What follows belongs to an exercise in optimizing a design on an open flow for small area; a production flow would make more cautious choices. Function was checked by simulation only, so behaviour that the tests miss may differ from the original. No activity file was given, so power comes from the tool's default toggle rates.

==> flow/design.v, too long to show whole: its modules and the start of the top module <==
// module boron_round_key_store: 470 lines
module boron_round_key_store #(
  parameter int Key_Bit_Size     = 80,
  parameter int Number_of_Rounds = 26
) (
  input  logic                    clk,
  input  logic                    reset,
  input  logic                    key_load,
  input  logic [Key_Bit_Size-1:0] Key,
  input  logic [4:0]              rk_idx,
  output logic [63:0]             round_key,
  output logic                    busy,
  output logic                    ready
);
  // ...
==> flow/flow/run.sh <==
#!/bin/bash
# Own layout flow for boron_round_key_store.
# 1. The standard synthesis (bash standard.sh synth) gives the registers: names and cells.
# 2. netgen.py writes the layout netlist with exactly those registers: the read rotator as
#    explicit cells, the rest as logic that yosys/ABC maps for area.
# 3. The standard layout steps run on that netlist, from the floorplan to the final layout,
#    with ports buffered by buf_1 and CTS without dummy loads.
# Each tool's full output goes to a log_*.txt file in this folder.
set -euo pipefail
W=$(pwd)
R=$W/orfs/results/$FLOW_PLATFORM/boron_round_key_store/base
LIB=$FLOW_HOME/platforms/$FLOW_PLATFORM/lib/sky130_fd_sc_hd__tt_025C_1v80.lib

bash standard.sh synth > $W/log_synth.txt 2>&1
cp $R/1_2_yosys.v $W/synth_standard.v

python3 $W/flow/netgen.py $W/synth_standard.v $W/netlist_hand.v > $W/log_netgen.txt 2>&1

DU=$(grep -o -- "-dont_use [^ ]*" $W/orfs/logs/$FLOW_PLATFORM/boron_round_key_store/base/1_2_yosys.log | sort -u | tr '\n' ' ')
yosys -l $W/log_map.txt -p "read_liberty -lib $LIB; read_verilog $W/netlist_hand.v; \
  hierarchy -check -top $FLOW_TOP; proc; opt; techmap; opt -fast; \
  abc -liberty $LIB $DU -script $W/flow/map.abc; opt_clean -purge; \
  hilomap -singleton -hicell sky130_fd_sc_hd__conb_1 HI -locell sky130_fd_sc_hd__conb_1 LO; \
  tee -o $W/map_stat.txt stat -liberty $LIB; \
  write_verilog -noattr -noexpr -nohex -nodec $W/netlist_mapped.v" > /dev/null 2>&1

# The registers must be the standard synthesis's, by name and cell.
python3 $W/flow/same_regs.py $W/synth_standard.v $W/netlist_mapped.v > $W/log_regs.txt 2>&1

cp $W/netlist_mapped.v $R/1_2_yosys.v
rm -f $R/1_synth.odb $R/1_synth.sdc
export BUFFER_PORTS_ARGS="-buffer_cell sky130_fd_sc_hd__buf_1"
export CTS_ARGS="-sink_clustering_enable -repair_clock_nets -dont_use_dummy_load -sink_clustering_size 30 -sink_clustering_max_diameter 80 -buf_list {sky130_fd_sc_hd__clkbuf_4 sky130_fd_sc_hd__clkbuf_8}"
bash standard.sh > $W/log_layout.txt 2>&1
==> flow/flow/map.abc <==
strash; dch; amap; topo
==> flow/flow/same_regs.py <==
import re, sys
def regs(f):
    s = open(f).read()
    return sorted(re.findall(r'^\s*(sky130_fd_sc_hd__(?:dfxtp|dfxbp|dfrtp|dfrbp|dfstp|dfsbp|dfbbp|dfbbn|dfrtn|edfxtp|edfxbp|sdf\w+|sedf\w+|dlx\w+|dlr\w+)\w*)\s+(\S+)\s*\(', s, re.M))
a, b = regs(sys.argv[1]), regs(sys.argv[2])
print(len(a), "registers in the standard synthesis,", len(b), "after re-mapping")
if a != b:
    print("register mismatch:", sorted(set(a) ^ set(b))[:20])
    sys.exit(1)
==> flow/standard.sh <==
#!/bin/bash
# synth_recipe.tcl (not shown) runs the flow's synth.tcl, then flattens the netlist and writes it again
# the make line also repeats each setting of config.mk as NAME=value (left out here)
make -C /OpenROAD-flow-scripts/flow DESIGN_CONFIG=/design/flow/config.mk WORK_HOME=/design/flow/orfs CLKGATE_MAP_FILE= SYNTH_SCRIPT=/design/flow/synth_recipe.tcl "${@:-finish}"
==> flow/config.mk <==
export PLATFORM = sky130hd
export DESIGN_NAME = boron_round_key_store
export DESIGN_NICKNAME = boron_round_key_store
export VERILOG_FILES = /design/flow/design.v
export SDC_FILE = /design/flow/constraint.sdc
export NUM_CORES = 4
export LEC_CHECK = 0
export ABC_AREA = 1
export CAP_MARGIN = 10
export CORE_MARGIN = 2
export CORE_UTILIZATION = 55
export GPL_TIMING_DRIVEN = 0
export SETUP_SLACK_MARGIN = 0.05
export SLEW_MARGIN = 10
==> flow/constraint.sdc <==
create_clock -name core_clock -period 5.0 [get_ports {clk}]
set_input_delay 1.0000 -clock core_clock [delete_from_list [all_inputs] [get_ports {clk}]]
set_output_delay 1.0000 -clock core_clock [all_outputs]
set_load 0.01 [all_outputs]
Not shown: flow/flow/netgen.py
==> flow_summary.ini, run 1 <==
[hold_path]
hold_end = c_q[0]$_SDFF_PP0_

[routing]
drt_iter0_markers = 1803
dr_wl_met3_mm = 3.80
wl_met1_mm = 14.5
viasPerCell = 6.86
drt_first_pass_iters = 9
met2_length_mm = 14.2

[status]
outcome = complete, no violations

[finish]
drive_above_1_share_pct = 3.57
n_clock_buffer = 17
instances_no_fill = 1687
n_antenna_cell = 0
register_area_sq_um = 3820

[setup_path]
worstSetupPathType = input pin to flip-flop
crit_chain = buf_2, buf_12, clkinv_4, o21ai_4, clkinv_1, o221a_1, a21oi_1, o22ai_1, a22oi_1, o22ai_1, a22oi_1, o22ai_1
cp-end-kind = flip-flop
reg2reg_slack_ns = 0.56
cpMaxStageDelayCell = o21ai_4
arrival_ns = 5.04

[clocking]
htree_levels = 4
cts_made_buffers = 17
clkSlewWorstSetupHoldPaths_ns = 0.08
cts_sinks = 151

[die]
core_sq_um = 18000
start_util_pct = 56.2

[timing]
hold_violations = 0
worst_pin_slew_ns = 0.818
rsz0062_at_grt = no
fin_worst_skew_ns = 0.0208

[power_and_ir_drop]
pwr-share-seq_pct = 43.6
netSwitchingFraction_pct = 36.8
powerComb_uw = 1180
p_int_uw = 2100
switchingPower_uw = 1220

[grt]
antenna_found_initial = 0

[logic_synthesis]
avgSynthCellArea_sq_um = 7.91

[job]
maxCapViolCount = 0
==> inputs of run 2 (changes only) <==
--- a/flow/config.mk
+++ b/flow/config.mk
@@ -8,7 +8,7 @@
 export ABC_AREA = 1
 export CAP_MARGIN = 10
 export CORE_MARGIN = 2
-export CORE_UTILIZATION = 55
+export CORE_UTILIZATION = 50
 export GPL_TIMING_DRIVEN = 0
-export SETUP_SLACK_MARGIN = 0.05
+export SETUP_SLACK_MARGIN = 0.1
 export SLEW_MARGIN = 10
==> run 2 against run 1 <==
  * Still clean
  * Register-to-register slack got worse by 0.08 ns
  * Synthesized cell count unchanged
  * Fmax up 1.1%
  * Critical path depth rose by 1
  * Flip-flop and latch count unchanged
  * Core utilization down 5.2 points
  * Via count is 2.4% lower
  * Cell count rose by 2.2%
  * Global-route usage is 2.0 points lower
  * Critical path type unchanged
  * Largest cell class unchanged
  * Highest routed layer unchanged
==> flow_summary.ini, run 2 <==
[grt]
grt_pass1_wl_mm = 52.5
grt.total_usage_pct = 31.3
grt_max_degree = 87
grt_pass1_vias = 9438
antenna_found_initial = 0
overflow = 0

[placement]
place_hpwl_mm = 26.4
port_buffers = 153
place_ws_ns = -2.15
dp_cells = 1707
place.gp.congestion = 0.952
post_dp_cell_area_sq_um = 11200

[setup_path]
arrival_ns = 5.04
endpoint = round_key[25]$_DFF_P_
worstSetupPathType = input pin to flip-flop
timing.rr.start = k_q[43]$_DFFE_PP_
worstSetupStartpointType = input pin
cp-end-kind = flip-flop
crit_fanout = 83
cpMaxStageDelayCell = clkbuf_4
reg2reg_slack_ns = 0.48
critical-path-max-stage-delay_ns = 0.45
crit_chain = clkbuf_4, clkinv_8, nor2_4, clkinv_1, o21ai_2, clkinv_2, nor2_1, a21oi_1, o22ai_1, a22oi_1, o22ai_1, a22oi_1, o22ai_1
cp_common_cell = o22ai_1
crit_start = rk_idx[2]
reg2reg_depth = 20
required_ns = 5.38
worstReg2RegEnd = round_key[29]$_DFF_P_

[die]
die_h_um = 146
start_util_pct = 51.3
die-area_sq_um = 21300
rows = 51
die_width_um = 146
io_pins = 154
core_sq_um = 19700

[finish]
n_antenna_cell = 0
layout_commonest_cell = o22ai_1
largest_reg_flops = 80
final_cell_mix = o22ai_1 (315), nor2_1 (182), a22oi_1 (176)
final_cell_area_sq_um = 11600
drive_above_1_share_pct = 3.50
top_register = k_q
reg_top3 = k_q: 80 flops, round_key: 64 flops, c_q: 5 flops
register_area_sq_um = 3820
multi_input_area_sq_um = 5810
syn_to_final_growth_pct = 14.6
fillers = 1890
fin_nets = 1549
instances_no_fill = 1724

[routing]
num_vias = 11300
routedWlPerCell_um = 20.1
drt_iter0_markers = 1631
viasPerCell = 6.56
drc = 0
ant_nets = 0
routed_wl_mm = 34.7
drt_first_pass_iters = 12

[timing]
max_slew_margin_pct = 35.2
tns_ns = 0
setup_viol = 0
fin_crit_sh_pct = 93.3
slew_viol_final = 0
rsz0062_at_grt = no
final.setup.worst_slack_ns = 0.335
hold_violations = 0
max_freq_ghz = 0.214
fin_crit_ns = 4.67
fin_worst_skew_ns = 0.0159
holdWs_ns = 0.466
worst_pin_slew_ns = 0.970

[logic_synthesis]
syn_area_sq_um = 10100
synthCells = 1276
yosysWarningCount = 1
avgSynthCellArea_sq_um = 7.91
syn-num-nets = 1364

[hold_path]
hold_path_class = flip-flop to flip-flop

[status]
outcome = complete, no violations

[clocking]
cts_tree = done
htree_levels = 4
clkSlewWorstSetupHoldPaths_ns = 0.08
ctsHoldBuffers = 0
clk_latency_ns = 0.45
cts_sinks = 151
cts_made_buffers = 17
clockBufferDepth = 2
cts_root_buf = clkbuf_8

[power_and_ir_drop]
pwr_density_cell_nw_per_um2 = 287
p_leak_uw = 0.00376
ir_worst_vdd_uv = 200

[job]
maxCapViolCount = 0
[run 2: cell types whose count changed in the layout (fill, tap and decap cells not counted)]
cell | before | now
buf_12 | 10 | 11
clkbuf_4 | 0 | 1
clkinv_4 | 1 | 0
buf_6 | 1 | 0
clkinv_2 | 3 | 4
o32ai_2 | 3 | 2
a21oi_2 | 1 | 0
clkinvlp_4 | 1 | 0
o32ai_1 | 3 | 4
bufinv_8 | 0 | 1
a21oi_1 | 69 | 70
[run 2: worst min path at each step]
stage,endpoint,cells after the start,from
2_1_floorplan,c_q[0]$_SDFF_PP0_,1,c_q[0]$_SDFF_PP0_
3_3_place_gp,c_q[0]$_SDFF_PP0_,1,c_q[0]$_SDFF_PP0_
3_5_place_dp,c_q[0]$_SDFF_PP0_,1,c_q[0]$_SDFF_PP0_
4_1_cts,c_q[0]$_SDFF_PP0_,1,c_q[0]$_SDFF_PP0_
5_1_grt,c_q[0]$_SDFF_PP0_,1,c_q[0]$_SDFF_PP0_
6_report,c_q[0]$_SDFF_PP0_,1,c_q[0]$_SDFF_PP0_
[run 2: area by class of cell]
| type | count | share of cell area [%] |
|---|---|---|
| inverters | 135 | 4.72 |
| well taps | 265 | 2.87 |
| multi-input cells | 990 | 50.3 |
| repair buffers | 166 | 7.06 |
| flip-flops and latches | 151 | 33.1 |
| clock buffers | 17 | 2.02 |
[run 2: per-stage QoR]
stage | util [%] | total power [uW]
6_report | 58.8 | 3320
3_3_place_gp | 56.0 | 2570
5_1_grt | 58.8 | 3480
3_5_place_dp | 57.2 | 2600
2_1_floorplan | - | 2220
4_1_cts | 58.7 | 3290
[run 2: critical path, delay by kind of cell]
kind,cells,cell delay (ns)
AO/OA/AOI/OAI,7,1.78
buffers and inverters,4,1.50
AND/OR/NAND/NOR,2,0.69
[run 2: per-layer routing]
metal	GRT usage (%)	vias up	share of wire, %
met3	6.25	81	11
met5	0	-	0
li1	-	5520	-
met4	12.5	0	4.3
met2	45.8	665	41
met1	45.6	5037	44
[run 2: power breakdown]
part | switching (uW) | leakage, uW | internal, uW
clock network | 394 | 0.000122 | 300
registers | 54.2 | 0.00133 | 1400
logic | 772 | 0.00232 | 405
total | 1220 | 0.00376 | 2100
[run 2: what timing repair did]
action | in CTS | in global routing
gates cloned | 0 | 0
pin swaps | 0 | 0
gates resized for setup | 14 | 8
setup buffers | 0 | 0
endpoints found under the setup margin | 64 | 64
==> inputs of run 3 (changes only) <==
--- a/flow/flow/netgen.py
+++ b/flow/flow/netgen.py
@@ -169,10 +169,23 @@
                     runs.append((rr, v))
             if not runs:
                 continue
-            e = ex(runs[0][1])
-            for s0, v in runs[1:]:
-                ths.add(s0 % 16)
-                e = f"(ge{s0 % 16} ? {ex(v)} : {e})"
+            if len(runs) == 2 and runs[0][1][0] == runs[1][1][0]:
+                # the same value, inverted from round runs[1][0] on
+                ths.add(runs[1][0] % 16)
+                e = f"({ex(runs[0][1])} ^ ge{runs[1][0] % 16})"
+            else:
+                # one term per version, each enabled in its window of rounds
+                terms = []
+                for k, (s0, v) in enumerate(runs):
+                    win = []
+                    if k > 0:
+                        ths.add(s0 % 16)
+                        win.append(f"ge{s0 % 16}")
+                    if k + 1 < len(runs):
+                        ths.add(runs[k + 1][0] % 16)
+                        win.append(f"~ge{runs[k + 1][0] % 16}")
+                    terms.append("(" + " & ".join(win + [ex(v)]) + ")")
+                e = "(" + " | ".join(terms) + ")"
             vl.append(f"  assign {name}[{p}] = ~{e};")
     for t in sorted(ths):
         w(f"  wire ge{t} = (r[3:0] >= 4'd{t});")
==> run 3 against run 2 <==
  * Still clean
  * Setup slack worse by 0.029 ns
  * Cell count decreased by 1.4%
  * Combinational power shrank 3%
  * Die area decreased by 0.76%
  * Critical endpoint is now round_key[45]$_DFF_P_
  * Largest cell class unchanged
  * Largest power group unchanged
==> flow_summary.ini, run 3 <==
[setup_path]
timing.rr.start = k_q[71]$_DFFE_PP_
reg2reg_depth = 20
arrival_ns = 5.06
required_ns = 5.37
path_delay_family = compound AO/OA/AOI/OAI gates
cp_common_cell = o22ai_1
crit_chain = buf_4, clkinv_8, nor2_4, clkinv_1, o21ai_2, clkinv_2, nor2_1, a222oi_1, o22ai_1, a22oi_1, o22ai_1, a22oi_1, o22ai_1
cpMaxStageDelayCell = buf_4
worstSetupStartpointType = input pin
reg2reg_slack_ns = 0.39
worstReg2RegEnd = round_key[44]$_DFF_P_
cp-end-kind = flip-flop
worstSetupPathType = input pin to flip-flop
cp.depth = 13
critical-path-max-stage-delay_ns = 0.42
crit_buf_inv = 4
crit_fanout = 88

[finish]
final_cell_area_sq_um = 11500
syn_to_final_growth_pct = 15.1
top_register = k_q
register_area_sq_um = 3820
reg_top3 = k_q: 80 flops, round_key: 64 flops, c_q: 5 flops
layout_commonest_cell = o22ai_1
fin_nets = 1525
multi_input_area_sq_um = 5810
fillers = 1847
utilization_pct = 59.0
n_antenna_cell = 0
drive_above_1_share_pct = 4.25
largest_reg_flops = 80
final_cell_mix = o22ai_1 (306), nor2_1 (179), a22oi_1 (172)

[die]
die-area_sq_um = 21200
die_width_um = 145
io_pins = 154
start_util_pct = 51.3
core_sq_um = 19500
die_h_um = 145
rows = 51

[timing]
slew_viol_final = 0
fin_crit_sh_pct = 93.9
holdWs_ns = 0.457
max_slew_margin_pct = 41.5
max_freq_ghz = 0.213
fin_worst_skew_ns = 0.0291
hold_violations = 0
fin_crit_ns = 4.69
rsz0062_at_grt = no
worst_pin_slew_ns = 0.871
setup_viol = 0
final.setup.worst_slack_ns = 0.306

[routing]
viasPerCell = 6.70
drt_iter0_markers = 1657
routed_wl_mm = 35.0
routedWlPerCell_um = 20.6
drt_first_pass_iters = 12
ant_nets = 0
num_vias = 11400
drc = 0

[clocking]
cts_made_buffers = 17
ctsHoldBuffers = 0
clkSlewWorstSetupHoldPaths_ns = 0.09
cts_tree = done
htree_levels = 4
clockBufferDepth = 2
clk_latency_ns = 0.47
cts_sinks = 151
cts_root_buf = clkbuf_8
post-cts-setup-buffers = 0

[power_and_ir_drop]
pwr_density_cell_nw_per_um2 = 286
ir_worst_vdd_uv = 182
p_leak_uw = 0.00371
p_total_uw = 3290

[placement]
place_hpwl_mm = 26.3
port_buffers = 153
place_ws_ns = -2.18
place.gp.congestion = 0.965
post_dp_cell_area_sq_um = 11100

[grt]
grt.total_usage_pct = 31.6
grt_pass1_vias = 9660
overflow = 0
grt_max_degree = 89
antenna_found_initial = 0
grt_pass1_wl_mm = 53.0

[logic_synthesis]
yosysWarningCount = 1
avgSynthCellArea_sq_um = 7.98
syn_area_sq_um = 10000
synthCells = 1255
syn-num-nets = 1343

[hold_path]
worstHoldStart = c_q[0]$_SDFF_PP0_
hold_path_class = flip-flop to flip-flop
min_path_cells = 1
hold_end = c_q[0]$_SDFF_PP0_

[job]
maxCapViolCount = 0

[status]
outcome = complete, no violations
[run 3: worst register-to-register path, stage by stage (launching register included)]
cell and delay, ns:
edfxtp_1 0.44, clkinv_1 0.12, nor3_2 0.24, a211o_1 0.21
clkinv_1 0.12, nor2_1 0.24, a21oi_1 0.12, o22a_1 0.29
nor2_2 0.18, nor2_1 0.06, a211o_1 0.30, nor2_2 0.19
nand2_1 0.09, a31oi_1 0.16, o21ai_0 0.20, a221oi_1 0.33
o22ai_1 0.18, a22oi_1 0.30, o22ai_1 0.20, a22oi_1 0.35
o22ai_1 0.14
[run 3: stage by stage]
step / std cells / setup TNS, ns
after floorplan: 1255 / 0
after global placement: 1673 / -330.72
after detailed placement: 1683 / -119.40
after CTS: 1700 / 0
after global routing: 1700 / 0
final: 1700 / 0
[run 3: timing repair]
action	CTS	global route
resized for setup	15	24
cloned	0	0
endpoints found under the setup margin	64	64
[run 3: layout make-up]
type / count / share of cell area [%]
flip-flops and latches: 151 / 33.2
well taps: 265 / 2.88
inverters: 134 / 4.71
clock buffers: 17 / 2.03
repair buffers: 163 / 6.70
multi-input cells: 970 / 50.5
[run 3: metal layers]
layer  global-route usage [%]  share of wire, %  vias to the layer above
met5                        0                 0                        -
met4                     13.6               4.9                        0
met3                     7.24                11                      108
met2                     47.7                43                      673
met1                     43.7                41                     5134
li1                         -                 -                     5471
[run 3: report_power, final]
group	internal (uW)	switching (uW)	leakage, uW
logic	389	748	0.00226
clock network	300	408	0.000122
registers	1390	52.6	0.00133
total	2080	1210	0.00371
[run 3: worst max path at each step]
stage | startpoint | to
after floorplan | rk_idx[3] | round_key[0]$_DFF_P_
after global placement | rk_idx[3] | round_key[15]$_DFF_P_
after detailed placement | rk_idx[3] | round_key[45]$_DFF_P_
after CTS | rk_idx[2] | round_key[54]$_DFF_P_
after global routing | k_q[17]$_DFFE_PP_ | round_key[11]$_DFF_P_
final | rk_idx[3] | round_key[45]$_DFF_P_
==> inputs of run 4 (changes only) <==
--- a/flow/flow/run.sh
+++ b/flow/flow/run.sh
@@ -30,5 +30,5 @@
 cp $W/netlist_mapped.v $R/1_2_yosys.v
 rm -f $R/1_synth.odb $R/1_synth.sdc
 export BUFFER_PORTS_ARGS="-buffer_cell sky130_fd_sc_hd__buf_1"
-export CTS_ARGS="-sink_clustering_enable -repair_clock_nets -dont_use_dummy_load -sink_clustering_size 30 -sink_clustering_max_diameter 80 -buf_list {sky130_fd_sc_hd__clkbuf_4 sky130_fd_sc_hd__clkbuf_8}"
+export CTS_ARGS="-sink_clustering_enable -repair_clock_nets -dont_use_dummy_load -root_buf sky130_fd_sc_hd__clkbuf_8 -buf_list {sky130_fd_sc_hd__clkbuf_4 sky130_fd_sc_hd__clkbuf_8}"
 bash standard.sh > $W/log_layout.txt 2>&1
--- a/flow/config.mk
+++ b/flow/config.mk
@@ -6,9 +6,9 @@
 export NUM_CORES = 4
 export LEC_CHECK = 0
 export ABC_AREA = 1
-export CAP_MARGIN = 10
+export CAP_MARGIN = 0
 export CORE_MARGIN = 2
 export CORE_UTILIZATION = 50
 export GPL_TIMING_DRIVEN = 0
 export SETUP_SLACK_MARGIN = 0.1
-export SLEW_MARGIN = 10
+export SLEW_MARGIN = 0
==> run 4 against run 3 <==
  * Still clean on timing, DRC and antenna
  * Core utilization barely moved
  * Setup slack improved by 0.024 ns
  * Cell count did not move
  * Power fell by 0.13%
  * Synthesized cell count did not move
  * Critical path type unchanged
  * Largest cell class unchanged
  * Highest routed layer unchanged
==> flow_summary.ini, run 4 <==
[status]
outcome = complete, no violations

[finish]
reg_top3 = k_q: 80 flops, round_key: 64 flops, c_q: 5 flops
layout_commonest_cell = o22ai_1
utilization_pct = 59.0
top_register = k_q
instances_no_fill = 1700
n_antenna_cell = 0
final_cell_mix = o22ai_1 (307), nor2_1 (178), a22oi_1 (170)
largest_reg_flops = 80
fillers = 1899
final_cell_area_sq_um = 11500
drive_above_1_share_pct = 4.39
fin_nets = 1525
syn_to_final_growth_pct = 15.1

[setup_path]
worstSetupPathType = input pin to flip-flop
required_ns = 5.32
cp-end-kind = flip-flop
timing.rr.start = k_q[17]$_DFFE_PP_
worstSetupStartpointType = input pin
reg2reg_slack_ns = 0.47
crit_fanout = 55
crit_start = rk_idx[2]
arrival_ns = 4.99
worstReg2RegEnd = round_key[54]$_DFF_P_
reg2reg_depth = 22

[clocking]
post-cts-setup-buffers = 0
clkSlewWorstSetupHoldPaths_ns = 0.09
htree_levels = 4
cts_sinks = 151
ctsHoldBuffers = 0
cts_root_buf = clkbuf_8
cts_made_buffers = 17
clockBufferDepth = 2
cts_tree = done
clk_latency_ns = 0.47

[grt]
antenna_found_initial = 0
overflow = 0
grt_pass1_wl_mm = 53.1
grt_max_degree = 89
grt.total_usage_pct = 31.5
grt_pass1_vias = 9712

[job]
maxCapViolCount = 0

[timing]
worst_pin_slew_ns = 0.782
fin_crit_ns = 4.67
setup_viol = 0
rsz0062_at_grt = no
holdWs_ns = 0.457
fin_worst_skew_ns = 0.0290
hold_violations = 0
max_freq_ghz = 0.214
fin_crit_sh_pct = 93.4
slew_viol_final = 0
max_slew_margin_pct = 47.8

[power_and_ir_drop]
clockPowerShare_pct = 21.4
p_int_uw = 2080
netSwitchingFraction_pct = 36.7
p_leak_uw = 0.00370
switchingPower_uw = 1200
ir_worst_vdd_uv = 174
pwr_density_cell_nw_per_um2 = 285
combPwrFrac_pct = 34.7
pwr-share-seq_pct = 44.0

[logic_synthesis]
synthCells = 1255
yosysWarningCount = 1
syn-num-nets = 1343
avgSynthCellArea_sq_um = 7.98
syn_area_sq_um = 10000

[routing]
routedWlPerCell_um = 20.5
num_vias = 11400
ant_nets = 0
drc = 0
routed_wl_mm = 34.9
viasPerCell = 6.71
drt_iter0_markers = 1796
drt_first_pass_iters = 7

[die]
io_pins = 154
die-area_sq_um = 21200
core_sq_um = 19500
start_util_pct = 51.3
rows = 51
die_width_um = 145
die_h_um = 145

[hold_path]
hold_end = c_q[0]$_SDFF_PP0_
hold_path_class = flip-flop to flip-flop
worstHoldStart = c_q[0]$_SDFF_PP0_
min_path_cells = 1

[placement]
post_dp_cell_area_sq_um = 11100
port_buffers = 153
place_hpwl_mm = 26.3
place.gp.congestion = 0.965
dp_cells = 1683
run 4: worst max-delay path by stage:
stage	endpoint	slack, ns	cells after the start
floorplan	round_key[0]$_DFF_P_	0.30	8
global placement	round_key[15]$_DFF_P_	-5.46	13
detailed placement	round_key[58]$_DFF_P_	-2.15	13
CTS	round_key[4]$_DFF_P_	0.14	12
global route	round_key[18]$_DFF_P_	0.09	20
finish	round_key[54]$_DFF_P_	0.33	12
run 4: critical path: stages:
cell and delay (ns):
buf_2 0.28, buf_12 0.28, nor2_4 0.37, clkinvlp_4 0.41, nor2_2 0.70, clkinv_1 0.39
o22ai_1 0.27, o22ai_1 0.21, a22oi_1 0.40, o22ai_1 0.14, a22oi_1 0.37, o22ai_1 0.14
run 4: metrics by stage:
step | setup TNS, ns | total power, uW | setup slack [ns]
finish | 0 | 3280 | 0.329
global route | 0 | 3440 | 0.0941
CTS | 0 | 3240 | 0.144
detailed placement | -118.06 | 2540 | -2.15
global placement | -330.72 | 2520 | -5.46
floorplan | 0 | 2180 | 0.303
run 4: power groups by stage:
stage               clock [uW]  sequential [uW]  combinational [uW]
CTS                        723             1440                1080
detailed placement           0             1470                1070
global placement             0             1470                1050
global route               766             1450                1220
floorplan                    0             1480                 697
finish                     701             1440                1140
run 4: repair_timing:
action                                  CTS  global route
cloned                                    0             0
gates resized for setup                  15            25
endpoints found under the setup margin   64            64
run 4: cell type report:
cell class	instances	area (sq um)	share of cell area [%]
well taps	265	332	2.88
inverters	134	546	4.74
repair buffers	163	776	6.73
flip-flops and latches	151	3820	33.2
clock buffers	17	234	2.03
multi-input cells	970	5810	50.4
run 4: layer usage:
metal  share of wire [%]  vias up  GRT usage (%)  wire length (um)
li1                    -     5457              -                 -
met3                  10      106           5.55              3600
met2                  43      703           47.7             15100
met4                 4.9        0           14.3              1710
met1                  42     5144           44.1             14500
met5                   0        -              0                 0
==> inputs of run 5 (changes only) <==
--- a/flow/flow/run.sh
+++ b/flow/flow/run.sh
@@ -30,5 +30,5 @@
 cp $W/netlist_mapped.v $R/1_2_yosys.v
 rm -f $R/1_synth.odb $R/1_synth.sdc
 export BUFFER_PORTS_ARGS="-buffer_cell sky130_fd_sc_hd__buf_1"
-export CTS_ARGS="-sink_clustering_enable -repair_clock_nets -dont_use_dummy_load -root_buf sky130_fd_sc_hd__clkbuf_8 -buf_list {sky130_fd_sc_hd__clkbuf_4 sky130_fd_sc_hd__clkbuf_8}"
+export CTS_ARGS="-sink_clustering_enable -repair_clock_nets -dont_use_dummy_load -sink_clustering_size 30 -sink_clustering_max_diameter 80 -sink_buffer_max_cap_derate 2.0 -buf_list {sky130_fd_sc_hd__clkbuf_4 sky130_fd_sc_hd__clkbuf_8}"
 bash standard.sh > $W/log_layout.txt 2>&1
--- a/flow/flow/netgen.py
+++ b/flow/flow/netgen.py
@@ -156,6 +156,7 @@
     w("  wire [79:0] vlo, vhi;")
     ths = set()
     vl = []
+    plain = {}   # copies that are a single stored or S-box bit, not inverted
     ex = lambda v: ("~" if v[1] else "") + v[0]
     for p in range(N):
         for name, rs in (("vlo", {rr for rr in need1[p] if rr < 16}),
@@ -187,6 +188,8 @@
                     terms.append("(" + " & ".join(win + [ex(v)]) + ")")
                 e = "(" + " | ".join(terms) + ")"
             vl.append(f"  assign {name}[{p}] = ~{e};")
+            if len(runs) == 1 and not runs[0][1][1]:
+                plain[(name, p)] = runs[0][1][0]
     for t in sorted(ths):
         w(f"  wire ge{t} = (r[3:0] >= 4'd{t});")
     L.extend(vl)
@@ -212,6 +215,11 @@
                 i0, i1 = f"{prev}[{q}]", f"{prev}[{(q - a) % N}]"
             y = f"{cur}[{q}]"
             nm = f"rot{i + 1}_{q}"
+            if prev is None and u0 and u1 and ("vlo", q) in plain and ("vhi", (q - a) % N) in plain:
+                # both inputs plain true bits: a22o instead of o22ai with two inverters
+                w(f"  sky130_fd_sc_hd__a22o_1 {nm} (.A1(z{i}_1), .A2({plain[('vlo', q)]}), "
+                  f".B1(z{i}_0), .B2({plain[('vhi', (q - a) % N)]}), .X({y}));")
+                continue
             if u0 and u1:
                 cell = "o22ai_1" if i % 2 == 0 else "a22oi_1"
                 w(f"  sky130_fd_sc_hd__{cell} {nm} (.A1(z{i}_0), .A2({i0}), .B1(z{i}_1), .B2({i1}), .Y({y}));")
--- a/flow/config.mk
+++ b/flow/config.mk
@@ -6,9 +6,9 @@
 export NUM_CORES = 4
 export LEC_CHECK = 0
 export ABC_AREA = 1
-export CAP_MARGIN = 0
+export CAP_MARGIN = 10
 export CORE_MARGIN = 2
 export CORE_UTILIZATION = 50
 export GPL_TIMING_DRIVEN = 0
 export SETUP_SLACK_MARGIN = 0.1
-export SLEW_MARGIN = 0
+export SLEW_MARGIN = 10
==> run 5 against run 4 <==
  * Synthesized area down 0.31%
  * Synthesized cell count down 1.3%
  * The run now fails in clock tree synthesis (4_1_cts)
==> flow_summary.ini, run 5 <==
[logic_synthesis]
syn-num-nets = 1327
avgSynthCellArea_sq_um = 8.05
yosysWarningCount = 1
syn_area_sq_um = 9980
synthCells = 1239

[status]
haltStage = clock tree synthesis (4_1_cts)
outcome = did not finish
stop_error = [ERROR CTS-0109] sink_buffer_max_cap_derate needs to be between 0 and 1.0.

[die]
io_pins = 154
rows = 51
die_h_um = 145
start_util_pct = 51.1
die_width_um = 145

[placement]
place_hpwl_mm = 26.7
place.gp.congestion = 1.02
place_ws_ns = -1.54
post_dp_cell_area_sq_um = 11100
dp_cells = 1669
port_buffers = 153
==> run 5: through the flow <==
step,hold WS [ns],util [%]
after global placement,0.437,55.8
after detailed placement,0.440,57.0
after floorplan,0.417,-
==> run 5: worst min path at each step <==
stage                                  from                 to  cells past startpoint
after floorplan           c_q[0]$_SDFF_PP0_  c_q[0]$_SDFF_PP0_                      1
after global placement    c_q[0]$_SDFF_PP0_  c_q[0]$_SDFF_PP0_                      1
after detailed placement  c_q[0]$_SDFF_PP0_  c_q[0]$_SDFF_PP0_                      1
==> run 5: power groups by stage <==
stage	sequential (uW)	clock, uW	combinational (uW)
detailed placement	1470	0	1070
global placement	1470	0	1050
floorplan	1480	0	695
==> inputs of run 6 (changes only) <==
--- a/flow/flow/run.sh
+++ b/flow/flow/run.sh
@@ -30,5 +30,5 @@
 cp $W/netlist_mapped.v $R/1_2_yosys.v
 rm -f $R/1_synth.odb $R/1_synth.sdc
 export BUFFER_PORTS_ARGS="-buffer_cell sky130_fd_sc_hd__buf_1"
-export CTS_ARGS="-sink_clustering_enable -repair_clock_nets -dont_use_dummy_load -sink_clustering_size 30 -sink_clustering_max_diameter 80 -sink_buffer_max_cap_derate 2.0 -buf_list {sky130_fd_sc_hd__clkbuf_4 sky130_fd_sc_hd__clkbuf_8}"
+export CTS_ARGS="-sink_clustering_enable -repair_clock_nets -dont_use_dummy_load -sink_clustering_size 30 -sink_clustering_max_diameter 80 -buf_list {sky130_fd_sc_hd__clkbuf_4 sky130_fd_sc_hd__clkbuf_8}"
 bash standard.sh > $W/log_layout.txt 2>&1
==> run 6 against run 5 <==
  * Now clean on timing, DRC and antenna
  * Synthesized area is the same
  * Synthesized cell count is the same
==> flow_summary.ini, run 6 <==
[setup_path]
crit_chain = clkbuf_4, buf_12, nor2_4, clkinv_2, nor2_2, clkinvlp_4, nor2_1, nor2_1, xnor2_1, o22ai_1, a22oi_1, o22ai_1, a22oi_1, o22ai_1
cpMaxStageDelayCell = nor2_2
worstSetupStartpointType = input pin
required_ns = 5.39
cp-end-kind = flip-flop
crit_start = rk_idx[2]
crit_buf_inv = 4
cp_common_cell = o22ai_1
crit_fanout = 45
path_delay_family = simple AND/OR/NAND/NOR gates
critical-path-max-stage-delay_ns = 0.51
arrival_ns = 5.15
timing.rr.start = k_q[57]$_DFFE_PP_
worstSetupPathType = input pin to flip-flop

[finish]
reg_top3 = k_q: 80 flops, round_key: 64 flops, c_q: 5 flops
syn_to_final_growth_pct = 15.2
utilization_pct = 58.8
top_register = k_q
layout_commonest_cell = o22ai_1
final_cell_mix = o22ai_1 (293), nor2_1 (180), a22oi_1 (175)
drive_above_1_share_pct = 4.08
largest_reg_flops = 80
n_antenna_cell = 0
fin_nets = 1513

[die]
die_h_um = 145
die-area_sq_um = 21100
die_width_um = 145
rows = 51
core_sq_um = 19500
start_util_pct = 51.1
io_pins = 154

[hold_path]
worstHoldStart = c_q[0]$_SDFF_PP0_
hold_path_class = flip-flop to flip-flop

[routing]
drt_first_pass_iters = 9
drt_iter0_markers = 1780
ant_nets = 0
num_vias = 11400
viasPerCell = 6.74
drc = 0
routedWlPerCell_um = 20.8
routed_wl_mm = 35.0

[timing]
max_slew_margin_pct = 46.9
hold_violations = 0
slew_viol_final = 0
final.setup.worst_slack_ns = 0.246
max_freq_ghz = 0.210
fin_crit_sh_pct = 95.1
worst_pin_slew_ns = 0.787
fin_worst_skew_ns = 0.0317
fin_crit_ns = 4.75
setup_viol = 0
rsz0062_at_grt = no

[placement]
place_ws_ns = -1.54
place.gp.congestion = 1.02
port_buffers = 153
place_hpwl_mm = 26.7

[clocking]
clkSlewWorstSetupHoldPaths_ns = 0.09
cts_tree = done
clockBufferDepth = 2
cts_sinks = 151
cts_root_buf = clkbuf_8
cts_made_buffers = 17
clk_latency_ns = 0.47
htree_levels = 4

[logic_synthesis]
synthCells = 1239
syn_area_sq_um = 9980
avgSynthCellArea_sq_um = 8.05
yosysWarningCount = 1
syn-num-nets = 1327

[grt]
grt_pass1_vias = 9675
grt_max_degree = 89
grt_pass1_wl_mm = 53.1
grt.total_usage_pct = 31.9
overflow = 0
antenna_found_initial = 0

[job]
maxCapViolCount = 0

[power_and_ir_drop]
ir_worst_vdd_uv = 160
pwr_density_cell_nw_per_um2 = 285
p_leak_uw = 0.00374

[status]
outcome = complete, no violations
## run 6: what timing repair did
item	CTS	global route
endpoints found under the setup margin	64	64
hold buffers	0	0
buffers inserted	0	2
pin swaps	0	1
hold endpoints to repair	0	0
resized for setup	13	17
## run 6: final timing paths
path / to / slack (ns) / cells after the start
max: round_key[48]$_DFF_P_ / 0.25 / 14
min: c_q[0]$_SDFF_PP0_ / 0.46 / 1
max reg2reg: round_key[14]$_DFF_P_ / 0.48 / 19
min reg2reg: c_q[0]$_SDFF_PP0_ / 0.46 / 1
## run 6: final cells by class
type | count | area (sq um)
fill | 1883 | 8040
inverter | 117 | 482
sequential | 151 | 3820
timing repair buffer | 167 | 823
clock buffer | 17 | 234
multi-input combinational | 971 | 5800
tap | 265 | 332
## run 6: layer usage
metal / part of all wire [%] / vias up / wire [um] / global-route usage, %
met1: 43 / 5129 / 15100 / 45.8
met4: 4.8 / 0 / 1680 / 14.7
met5: 0 / - / 0 / 0
met3: 11 / 99 / 3890 / 7.45
li1: - / 5436 / - / -
met2: 41 / 717 / 14400 / 45.5
## run 6: metrics by stage
stage,setup TNS (ns),power [uW],hold slack (ns),area (sq um),instances
3_5_place_dp,-87.36,2540,0.440,11100,1669
6_report,0,3270,0.457,11500,1688
5_1_grt,0,3420,0.498,11500,1688
4_1_cts,0,3240,0.461,11400,1686
3_3_place_gp,-349.12,2520,0.437,10900,1657
2_1_floorplan,0,2180,0.417,9980,1239
## run 6: report_power, final
group | switching [uW] | internal, uW
logic | 744 | 391
clock network | 393 | 299
registers | 54.5 | 1390
total | 1190 | 2080

static timing again, ports no longer ideal:
No port has a modelled driver above. Below, the same layouts with a new extraction and two added sets of constraints.
Step 1: set_driving_cell puts a clkbuf_16 on clk and a buf_2 on each other input, an assumption about the parent block.
Step 2 adds t to the input delays and takes it off the output delays; t is the mean of the earliest and latest rising clock arrival at the registers after step 1. Input paths then give back, and output paths get back, about the clock's delay inside the block.
a / b / c = no drivers / after step 1 / after step 2; a / b = the first two.
| run | t, ns | setup WS [ns] | worst setup path at the end |
|---|---|---|---|
| run 1 | 0.495 | 0.283 / 0.289 / -0.206 | input to register |
| run 2 | 0.489 | 0.335 / 0.347 / -0.143 | input to register |
| run 3 | 0.499 | 0.306 / 0.312 / -0.187 | input to register |
| run 4 | 0.498 | 0.329 / 0.342 / -0.156 | input to register |
| run 6 | 0.490 | 0.246 / 0.257 / -0.233 | input to register |
With both steps, setup timing fails in every run listed, where it was met with ideal ports. The setup slack of run 3, which loses most, moves by +0.006 ns with the drivers and by -0.493 ns with both steps.
